Context: an optimization exercise on an open-source flow, tuned for small area, a short achievable clock period and few clock cycles per item. The choices shown serve that exercise and are no tape-out recipe. In this exercise RTL edits were held to simulation tests only and were not proved equivalent to the original. Power figures rest on the tool's default switching activity, not on a simulated workload.

## build 80
// multichannel_to_mono_pcm16_unit
module multichannel_to_mono_pcm16_unit (
    input  wire         i_clk,
    input  wire         i_rst_n,
    input  wire         i_cfg_we,
    input  wire [0:0]   i_cfg_index,
    input  wire [3:0]   i_cfg_data,
    input  wire         i_in_valid,
    output logic        o_in_ready,
    input  wire  [31:0] i_sample_bits,
    input  wire         i_silent,
    input  wire         i_packet_last,
    output logic        o_out_valid,
    input  wire         i_out_ready,
    output logic signed [15:0] o_mono_sample,
    output logic        o_packet_end
);
    logic       r_int;       
    logic       r_bad;       
    logic [2:0] r_nm1;       
    logic       r_ready;
    logic [2:0] r_pos;
    logic       r_fsil;
    logic       r_fpend;
    logic [1:0] r_count;     
    logic       accept;
    logic [2:0] pos_n;
    logic [2:0] nm1_n;
    logic       last;
    logic       commit;
    logic       xfer;
    assign accept = i_rst_n && i_in_valid && r_ready;
    assign last   = (r_pos == r_nm1);
    assign commit = accept && last;
    assign xfer   = i_rst_n && o_out_valid && i_out_ready;
    logic [7:0]  e;
    logic        f_big;
    logic        f_hi;
    logic        f_lo;
    logic [23:0] f_sig;
    logic [30:0] f_s1;
    logic [24:0] f_low;
    logic [31:0] f_mag;
    logic [31:0] i_val;
    assign e     = i_sample_bits[30:23];
  ...
Size: roughly 1,300 cells after synthesis, roughly 63 I/O pins, about 0.011 mm² of cells after synthesis.
Settings: LEC_CHECK=0, CAP_MARGIN=20, CORE_MARGIN=2, CORE_UTILIZATION=60, CTS_BUF_LIST=sky130_fd_sc_hd__clkbuf_4 sky130_fd_sc_hd__clkbuf_8, SLEW_MARGIN=20; clock period 10.0 ns.
standard.sh (not shown) runs the stock make flow with config.mk's settings and CLKGATE_MAP_FILE= SYNTH_SCRIPT=/design/flow/synth_recipe.tcl, a recipe that flattens the netlist after the stock synthesis.
==> flow/flow/run.sh <==
#!/bin/bash
# The standard layout, with the port buffers made of buf_2 cells instead of the default
# delay buffer (every input and output port still gets its own buffer), and the timing
# repair aiming for 6.5 ns of setup slack at the design's clock period.
set -euo pipefail
bash standard.sh finish "BUFFER_PORTS_ARGS=-buffer_cell sky130_fd_sc_hd__buf_2" SETUP_SLACK_MARGIN=6.5 > standard_flow.log 2>&1
Testbench counts of build 80, summed over its fixed seeds: cycles 14,010, frames 3,072.
--- input diff build 80..build 43 ---
diff --git a/flow/config.mk b/flow/config.mk
--- a/flow/config.mk
+++ b/flow/config.mk
@@ -6,7 +6,8 @@
 export NUM_CORES = 4
 export LEC_CHECK = 0
+export ABC_AREA = 1
 export CAP_MARGIN = 20
 export CORE_MARGIN = 2
-export CORE_UTILIZATION = 60
+export CORE_UTILIZATION = 50
 export CTS_BUF_LIST = sky130_fd_sc_hd__clkbuf_4 sky130_fd_sc_hd__clkbuf_8
 export SLEW_MARGIN = 20
--- outcome ---
- Build 43 reached the end of the flow, and the finished layout is clean on the timing, design-rule and antenna checks.
- Build 43 has more setup slack than build 80.
- Build 43 vs. build 80: vertical extent of the die rose by 10%, area fraction of clock buffers and clock inverters stayed essentially flat.
Input changes introduced in build 34 (baseline for comparison: build 43):
==> flow/flow/run.sh <==
#!/bin/bash
# The standard layout, with the port buffers made of buf_2 cells instead of the default
# delay buffer (every input and output port still gets its own buffer), and the timing
# repair aiming for 6.4 ns of setup slack at the design's clock period.
set -euo pipefail
bash standard.sh finish "BUFFER_PORTS_ARGS=-buffer_cell sky130_fd_sc_hd__buf_2" SETUP_SLACK_MARGIN=6.4 > standard_flow.log 2>&1
diff --git a/flow/config.mk b/flow/config.mk
--- a/flow/config.mk
+++ b/flow/config.mk
@@ -9,5 +9,5 @@
 export CAP_MARGIN = 20
 export CORE_MARGIN = 2
-export CORE_UTILIZATION = 50
+export CORE_UTILIZATION = 60
 export CTS_BUF_LIST = sky130_fd_sc_hd__clkbuf_4 sky130_fd_sc_hd__clkbuf_8
 export SLEW_MARGIN = 20
Results
On combinational fraction of design power: between build 43 and build 34, it ends up lower for build 34. Build 34 ended with more post-layout utilization of the core than build 43. Going from build 43 to build 34, achievable frequency shrank by a few percent. NOTE final standard cell area without fillers build 43->build 34 decreased slightly. Of build 43 and build 34, the run reporting the lower power share of the sequential group was build 43.
Changes in build 57 relative to build 34:
==> flow/flow/run.sh <==
#!/bin/bash
# The standard layout, with the port buffers made of buf_2 cells instead of the default
# delay buffer (every input and output port still gets its own buffer), and the timing
# repair aiming for 6.5 ns of setup slack at the design's clock period.
set -euo pipefail
bash standard.sh finish "BUFFER_PORTS_ARGS=-buffer_cell sky130_fd_sc_hd__buf_2" SETUP_SLACK_MARGIN=6.5 > standard_flow.log 2>&1
--- outcome ---
Build 34 tops out at a lower clock frequency than build 57.
Diff build 34 -> build 57: via count now sits at about the same level, data arrival time at the worst-slack endpoint now sits lower, fraction of power spent switching nets now sits lower, number of cells on the critical path now sits higher.
Kind of critical path: in2reg -> build 34, reg2reg -> build 57

========
## red
Another version of the RTL of multichannel_to_mono_pcm16_unit (not shown whole).
Size in the first run: roughly 160 flip-flops, ~11000 um^2 of cells after synthesis.
Design multichannel_to_mono_pcm16_unit, start of the top module:
module multichannel_to_mono_pcm16_unit (
    input  wire         i_clk,
    input  wire         i_rst_n,
    input  wire         i_cfg_we,
    input  wire [0:0]   i_cfg_index,
    input  wire [3:0]   i_cfg_data,
    input  wire         i_in_valid,
    output logic        o_in_ready,
    input  wire  [31:0] i_sample_bits,
    input  wire         i_silent,
    input  wire         i_packet_last,
    output logic        o_out_valid,
    input  wire         i_out_ready,
    output logic signed [15:0] o_mono_sample,
    output logic        o_packet_end
);
clock: 10.0 ns
lec_check: 0
cap_margin: 20
core_margin: 2
core_utilization: 60
cts_buf_list: sky130_fd_sc_hd__clkbuf_4 sky130_fd_sc_hd__clkbuf_8
gpl_timing_driven: 1
slew_margin: 20
==> flow/flow/run.sh <==
#!/bin/bash
# The standard layout, with the port buffers made of buf_2 cells instead of the default
# delay buffer (every input and output port still gets its own buffer), and the timing
# repair aiming for 6 ns of setup slack at the design's clock period.
set -euo pipefail
bash standard.sh finish "BUFFER_PORTS_ARGS=-buffer_cell sky130_fd_sc_hd__buf_2" SETUP_SLACK_MARGIN=6 > standard_flow.log 2>&1
Testbench counts of red, summed over its fixed seeds: cycles 14,010, frames 3,072.
Modified inputs, blue compared to red
- GPL_TIMING_DRIVEN: 1 -> unset
==> flow/flow/run.sh <==
#!/bin/bash
# The standard layout, with the port buffers made of buf_2 cells instead of the default
# delay buffer (every input and output port still gets its own buffer), and the timing
# repair aiming for 7 ns of setup slack at the design's clock period.
set -euo pipefail
bash standard.sh finish "BUFFER_PORTS_ARGS=-buffer_cell sky130_fd_sc_hd__buf_2" SETUP_SLACK_MARGIN=7 > standard_flow.log 2>&1
Between red and blue, the worst clock skew figures differ only marginally. Max freq red -> blue: degraded. | cell total after placement | red vs blue | ≈ equal |. Clock network power in blue is 4.5% below red. Area growth from synthesis to layout up 23 points in blue wrt red. The number of antenna violations at the first check in global routing in blue sits 1 above the value recorded for red. Compared with red, blue degrades first-iteration DRC count. Total length of routed met3 wires (higher): blue. Between blue and red, the worst setup slack is lower for blue.
What green does differently from blue at the input level:
==> flow/flow/run.sh <==
#!/bin/bash
# The standard layout, with the port buffers made of buf_2 cells instead of the default
# delay buffer (every input and output port still gets its own buffer), and the timing
# repair aiming for 6.5 ns of setup slack at the design's clock period.
set -euo pipefail
bash standard.sh finish "BUFFER_PORTS_ARGS=-buffer_cell sky130_fd_sc_hd__buf_2" SETUP_SLACK_MARGIN=6.5 > standard_flow.log 2>&1
--- outcome ---
- green: flow completed, timing, DRC and antenna clean
- green reports its launching element of the worst setup path as o_sh[14] while blue reports o_k[0].
- blue -> green: die area delta 0, exact match
- Clock network area share (green over blue): increase, 0.24 points
- [diff] setup slack, green relative to blue: improvement
Changes in orange relative to green:
==> flow/flow/run.sh <==
#!/bin/bash
# The standard layout, with the port buffers made of buf_2 cells instead of the default
# delay buffer: every input and output port still gets its own buffer.
set -euo pipefail
bash standard.sh finish "BUFFER_PORTS_ARGS=-buffer_cell sky130_fd_sc_hd__buf_2" > standard_flow.log 2>&1
==> comparison <==
- orange ended with every stage complete and zero timing, DRC or antenna violations.
- In the reports for green and orange, the smaller detailed-route wire length per cell belongs to orange.
- Final critical delay including setup and external delays: orange > green
- Delta (orange minus green): placed cell area fell about 1.4%; proportion of power drawn by the clock network fell 0.6 points; combinational power fell about 13%; power spent charging and discharging nets fell 3.8%.
- Power in sequential cells: orange vs green, no meaningful difference
- In orange, the final cell area excluding filler cells came out 8.4% below the value in green.
- Max internal power across green and orange: green
- Critical path depth: orange > green
- orange ended up with sky130_fd_sc_hd__nor2_1 as its most frequent standard cell in the layout excluding fill and tap cells; green ended up with sky130_fd_sc_hd__dfxtp_1.
- Between green and orange, the hold slack is higher for green.

[re-timing with driven ports]
How much do the figures lean on ideal ports? The routed layouts below were timed once more, with nothing changed but the port constraints.
Step 1 (the two cells are an assumption about what drives the block):
set clk [get_ports {i_clk}]
set_driving_cell -lib_cell sky130_fd_sc_hd__clkbuf_16 $clk
set_driving_cell -lib_cell sky130_fd_sc_hd__buf_2 [delete_from_list [all_inputs] $clk]
Step 2, shift: input delay + t, output delay - t, t = (earliest + latest rising clock arrival at the registers) / 2. This alone moves slack from input paths to output paths.
Slacks: ideal / step 1 / step 2; pairs: ideal / step 1.
| run | t, ns | slack for setup (ns) | worst hold slack (ns) | worst setup path after step 2 | worst data-port slew with drivers (ns) |
|---|---|---|---|---|---|
| build 80 | 0.490 | 6.128 / 6.128 / 5.828 | 0.396 / 0.396 / 0.396 | input to register | 0.14 |
| build 43 | 0.496 | 6.580 / 6.580 / 6.116 | 0.423 / 0.423 / 0.423 | input to register | 0.05 |
| build 34 | 0.495 | 6.495 / 6.497 / 6.002 | 0.446 / 0.446 / 0.446 | input to register | 0.04 |
| build 57 | 0.498 | 6.625 / 6.625 / 6.135 | 0.411 / 0.411 / 0.411 | input to register | 0.05 |
| red | 0.492 | 6.104 / 6.060 / 5.735 | 0.412 / 0.412 / 0.412 | input to register | 0.04 |
| blue | 0.512 | 6.083 / 6.036 / 5.893 | 0.438 / 0.438 / 0.438 | input to register | 0.25 |
| green | 0.500 | 6.116 / 6.072 / 6.043 | 0.436 / 0.436 / 0.436 | input to register | 0.06 |
| orange | 0.487 | 5.473 / 5.473 / 5.374 | 0.412 / 0.412 / 0.412 | input to register | 0.03 |
After both steps setup and hold are still met in every run listed. For build 34, which loses most, drivers alone change the setup slack by +0.002 ns; drivers and shift together by -0.493 ns.
